This design comes from an exercise in tuning for small area, a short achievable clock period and few clock cycles per item on the open sky130 flow, not from production work. In this exercise RTL edits were held to simulation tests only and were not proved equivalent to the original. Power figures rest on the tool's default switching activity, not on a simulated workload.

Setup of zinc:
Design data_feeder_top, start of the top module:
module data_feeder_top #(
    parameter feeder_pkg::bus_addr_t BUS_BASE = 32'hC400_0000
) (
    input  logic                  clk_i,
    input  logic                  rst_i,
    input  logic                  host_strobe_i,
    input  logic                  host_rw_i,
    input  feeder_pkg::bus_addr_t host_addr_i,
    input  feeder_pkg::bus_data_t host_wdata_i,
    output logic                  host_ready_o,
    output feeder_pkg::bus_data_t host_rdata_o,
    input  logic                  fifo_addr_full_i,
    input  logic                  fifo_rw_full_i,
    input  logic                  fifo_data_empty_i,
    input  feeder_pkg::line_t     dram_line_i,
    output logic                  dram_addr_valid_o,
    output feeder_pkg::bus_addr_t dram_addr_o,
    output logic                  fifo_data_rd_en_o,
    output feeder_pkg::load_cmd_t load_cmd_o
);
    feeder_pkg::xfer_cfg_t xfer_cfg;
    logic                  xfer_start;
    logic                  addr_we;
    feeder_pkg::word_idx_t first_word;
  ...
export LEC_CHECK = 0
export ABC_CLOCK_PERIOD_IN_PS = 2500
export CAP_MARGIN = 20
export CORE_AREA = 5 5 235 235
export CTS_BUF_LIST = sky130_fd_sc_hd__clkbuf_8 sky130_fd_sc_hd__clkbuf_16
export CTS_CLUSTER_DIAMETER = 150
export CTS_CLUSTER_SIZE = 40
export DIE_AREA = 0 0 240 240
export SETUP_SLACK_MARGIN = 2.9
export SLEW_MARGIN = 20
create_clock -name core_clock -period 5.0 [get_ports {clk_i}]
standard.sh (not shown) runs the stock make flow with config.mk's settings and CLKGATE_MAP_FILE= SYNTH_SCRIPT=/design/flow/synth_recipe.tcl, a recipe that flattens the netlist after the stock synthesis.
==> flow/flow/run.sh <==
#!/bin/bash
# Standard ORFS layout, with the port buffers made of the smallest buffer
# cell, and the slow wide OR and NOR cells, the four-input-stack AOI/OAI
# cells and the unsizable AOI222 kept out of the mapping and sizing.
set -euo pipefail
lib="$FLOW_HOME/platforms/sky130hd/lib/sky130_fd_sc_hd__tt_025C_1v80.lib"
platform=$(sed -n '/DONT_USE_CELLS += /,/^$/p' "$FLOW_HOME/platforms/sky130hd/config.mk" \
  | tr -d '\\' | sed 's/export DONT_USE_CELLS += //' | tr -s ' \n' ' ')
slow=$(grep -o 'cell ("sky130_fd_sc_hd__\(or4\|or3\|nor4\|a222oi\|a2111o\|o2111a\)[a-z0-9_]*")' "$lib" \
  | sed 's/cell ("//; s/")//' | tr '\n' ' ')
echo "DONT_USE_CELLS=$platform $slow" > dont_use.log
export BUFFER_PORTS_ARGS="-buffer_cell sky130_fd_sc_hd__buf_1"
bash standard.sh "DONT_USE_CELLS=$platform $slow" finish > standard.log 2>&1
Every stage of the flow completed for zinc, and the final layout passed the timing, design-rule and antenna checks.
Testbench counts of zinc, summed over its fixed seeds: cycles 185,016, words 174,743.
Inputs modified between zinc and maple:
Settings: SETUP_SLACK_MARGIN now 2.5, was 2.9.
==> flow/flow/run.sh <==
#!/bin/bash
# Standard ORFS layout, with the port buffers made of the smallest buffer cell.
set -euo pipefail
export BUFFER_PORTS_ARGS="-buffer_cell sky130_fd_sc_hd__buf_1"
bash standard.sh finish > standard.log 2>&1
Cell with the largest stage delay on the worst path = edfxtp_1: zinc; cell with the largest stage delay on the worst path = or4b_4: maple
Setup fix buffers added after clock tree synthesis was lower in the run labelled maple.
Going from zinc to maple, number of nets in the final layout down 107; total power has decreased; cell area has decreased.
Going from zinc to maple, the worst setup slack was found to have gone down by 0.22 ns.
The final reports for maple and zinc show iteration count of the initial detailed-routing pass higher in the former.
Aggregate routed wire length improves in maple relative to zinc.
zinc has lower mean instance size in the synthesized netlist than maple.
Sort maple and zinc by mux share of post-synthesis cell area asc -> top: zinc
--- input diff maple..ember ---
Settings: changing DIE_AREA from 0 0 240 240 to 0 0 230 230; changing SETUP_SLACK_MARGIN from 2.5 to 2.8; changing CORE_AREA from 5 5 235 235 to 5 5 225 225.
==> flow/flow/run.sh <==
#!/bin/bash
# Standard ORFS layout, with the port buffers made of the smallest buffer
# cell, and the slow wide OR and NOR cells, the four-input-stack AOI/OAI
# cells, the two-stage AO/OA cells and the unsizable AOI222 kept out of
# the mapping and sizing. Pins may sit on every track, for a smaller die.
set -euo pipefail
lib="$FLOW_HOME/platforms/sky130hd/lib/sky130_fd_sc_hd__tt_025C_1v80.lib"
platform=$(sed -n '/DONT_USE_CELLS += /,/^$/p' "$FLOW_HOME/platforms/sky130hd/config.mk" \
  | tr -d '\\' | sed 's/export DONT_USE_CELLS += //' | tr -s ' \n' ' ')
slow=$(grep -o 'cell ("sky130_fd_sc_hd__\(or4\|or3\|nor4\|a222oi\|a2111o\|o2111a\|a221o_\|o221a_\|a2bb2o_\|o2bb2a_\)[a-z0-9_]*")' "$lib" \
  | sed 's/cell ("//; s/")//' | tr '\n' ' ')
echo "DONT_USE_CELLS=$platform $slow" > dont_use.log
export PLACE_PINS_ARGS="-min_distance 1 -min_distance_in_tracks"
export BUFFER_PORTS_ARGS="-buffer_cell sky130_fd_sc_hd__buf_1"
bash standard.sh "DONT_USE_CELLS=$platform $slow" finish > standard.log 2>&1
ember reached the final stage; the timing, design-rule and antenna checks on its layout passed.
maple → ember: count of vias placed by the detailed router went up by 474, non-clock buffer count now larger, gate count of the mapped netlist climbed about 8%.
Looking only at worst hold slack across all endpoints, and setting everything else aside, the higher value of ember and maple goes to ember.
NOTE: fmax in ember exceeds that of maple
ember ends up with a final weighted congestion in routability-driven placement that is 9.8% higher than in maple.
The run with more routed wire is maple, not ember.
In ember, share of cell area taken by muxes after synthesis is lower than in maple.
In ember the worst slack at placement turned out 0.88 ns higher than in maple.
ember ends up with a combinational share of power that is 0.5 points higher than in maple.
Total power | ember below maple

========
exp/yarrow:
data_feeder_top again, from the RTL that the note above started with.
Settings: LEC_CHECK=0, ABC_CLOCK_PERIOD_IN_PS=2500, CAP_MARGIN=20, CORE_AREA=5 5 235 235, CTS_BUF_LIST=sky130_fd_sc_hd__clkbuf_8 sky130_fd_sc_hd__clkbuf_16, CTS_CLUSTER_DIAMETER=150, CTS_CLUSTER_SIZE=40, DIE_AREA=0 0 240 240, SETUP_SLACK_MARGIN=2.8, SLEW_MARGIN=20; clock period 5.0 ns.
==> flow/flow/run.sh <==
#!/bin/bash
# Standard ORFS layout, with the input port buffers made of the smallest
# buffer cell and the output ones of the next size, and the slow wide OR and NOR cells and the unsizable AOI222 kept
# out of the mapping and sizing.
set -euo pipefail
lib="$FLOW_HOME/platforms/sky130hd/lib/sky130_fd_sc_hd__tt_025C_1v80.lib"
platform=$(sed -n '/DONT_USE_CELLS += /,/^$/p' "$FLOW_HOME/platforms/sky130hd/config.mk" \
  | tr -d '\\' | sed 's/export DONT_USE_CELLS += //' | tr -s ' \n' ' ')
slow=$(grep -o 'cell ("sky130_fd_sc_hd__\(or4\|or3\|nor4\|a222oi\)[a-z0-9_]*")' "$lib" \
  | sed 's/cell ("//; s/")//' | tr '\n' ' ')
echo "DONT_USE_CELLS=$platform $slow" > dont_use.log
export BUFFER_PORTS_ARGS="-inputs -buffer_cell sky130_fd_sc_hd__buf_1"
export POST_GLOBAL_PLACE_TCL=$PWD/flow/out_buffers.tcl
bash standard.sh "DONT_USE_CELLS=$platform $slow" finish > standard.log 2>&1
==> flow/flow/out_buffers.tcl <==
# Buffer the output ports with a two-drive buffer; the inputs already have
# the smallest one.
log_cmd buffer_ports -outputs -buffer_cell sky130_fd_sc_hd__buf_2
Testbench counts of exp/yarrow, summed over its fixed seeds: cycles 185,016, words 174,743.
#### Input delta (exp/harbor over exp/yarrow)
--- a/flow/flow/run.sh
+++ b/flow/flow/run.sh
@@ -1,4 +1,4 @@
 #!/bin/bash
-# Standard ORFS layout, with the input port buffers made of the smallest
-# buffer cell and the output ones of the next size, and the slow wide OR and NOR cells and the unsizable AOI222 kept
+# Standard ORFS layout, with the port buffers made of the smallest buffer
+# cell, and the slow wide OR and NOR cells and the unsizable AOI222 kept
 # out of the mapping and sizing.
@@ -11,4 +11,3 @@
 echo "DONT_USE_CELLS=$platform $slow" > dont_use.log
-export BUFFER_PORTS_ARGS="-inputs -buffer_cell sky130_fd_sc_hd__buf_1"
-export POST_GLOBAL_PLACE_TCL=$PWD/flow/out_buffers.tcl
+export BUFFER_PORTS_ARGS="-buffer_cell sky130_fd_sc_hd__buf_1"
 bash standard.sh "DONT_USE_CELLS=$platform $slow" finish > standard.log 2>&1
removed: flow/flow/out_buffers.tcl
Results
Between exp/yarrow and exp/harbor, ratio of cells with drive above 1 in the final layout decreased. Lower number of antenna violations at the first check in global routing goes to exp/harbor over exp/yarrow. Compared with exp/yarrow, exp/harbor shows a lower final cell count without fillers. Cmp exp/yarrow and exp/harbor / combinational share of power / lower: exp/harbor. [exp/harbor] clock-cell share of area rose 0.15 points relative to exp/yarrow. Comparing exp/harbor against exp/yarrow, there is no change at all in share of synthesized area occupied by flip-flops and latches. In the metrics for exp/yarrow and exp/harbor, the one carrying the lower fraction of area in multi-input gates is exp/yarrow. Design area in exp/harbor is about 1.3% below exp/yarrow. Run comparison: exp/yarrow capturing instance or port of the critical path dram_read_req_inst.part_q[0]$_DFFE_PP_; exp/harbor capturing instance or port of the critical path gemm_load_feeder_inst.data_q[14]$_DFF_P_. Comparing exp/yarrow and exp/harbor, the higher utilization was measured on exp/yarrow. Status: area share of fa/ha/maj cells after synthesis parity (exp/harbor, exp/yarrow). | global-route wire length before repair | higher: exp/harbor |.
Relative to exp/harbor, the following input files were edited for exp/sierra:
--- a/flow/config.mk
+++ b/flow/config.mk
@@ -14,3 +14,3 @@
 export DIE_AREA = 0 0 240 240
-export SETUP_SLACK_MARGIN = 2.8
+export SETUP_SLACK_MARGIN = 3.0
 export SLEW_MARGIN = 20
Notes after the runs:
Worst path setup slack after routing, exp/sierra and exp/harbor: higher on exp/sierra. Net switching fraction of the power is higher on exp/sierra. Diff exp/harbor..exp/sierra | power consumed by sequential cells | negligible. Delta(power, exp/sierra - exp/harbor) < 0. From exp/harbor to exp/sierra the numbers moved as follows: global-route usage saw an increase, post-placement cell count saw little to no change, wire length on met3 saw an increase, worst slew margin relative to its limit saw an increase, number of antenna repair diodes saw an increase. The half-perimeter wire length of the detailed placement result number comes out higher for exp/sierra vs exp/harbor.

[what the ideal ports hide]
Ports are ideal in the flow. The routed layouts listed here were re-timed in OpenROAD. Step 1: set_driving_cell puts a clkbuf_16 on clk_i and a buf_2 on each other input, an assumption about the parent block. Step 2 adds t to the input delays and takes it off the output delays; t is the mean of the earliest and latest rising clock arrival at the registers after step 1. Input paths then give back, and output paths get back, about the clock's delay inside the block. a / b / c = ideal / step 1 / step 2; a / b = the first two.
| run | t (ns) | setup slack, ns | pins driven straight from the clock port |
|---|---|---|---|
| zinc | 0.520 | 2.727 / 2.727 / 2.413 | 1 |
| maple | 0.510 | 2.502 / 2.502 / 2.144 | 1 |
| ember | 0.481 | 2.806 / 2.797 / 2.346 | 1 |
| exp/yarrow | 0.510 | 2.772 / 2.746 / 2.348 | 1 |
| exp/harbor | 0.500 | 2.792 / 2.772 / 2.354 | 1 |
| exp/sierra | 0.525 | 2.811 / 2.811 / 2.407 | 1 |
After both steps every run listed still meets setup and hold. The setup slack of ember, which loses most, moves by -0.009 ns with the drivers and by -0.460 ns with both steps.
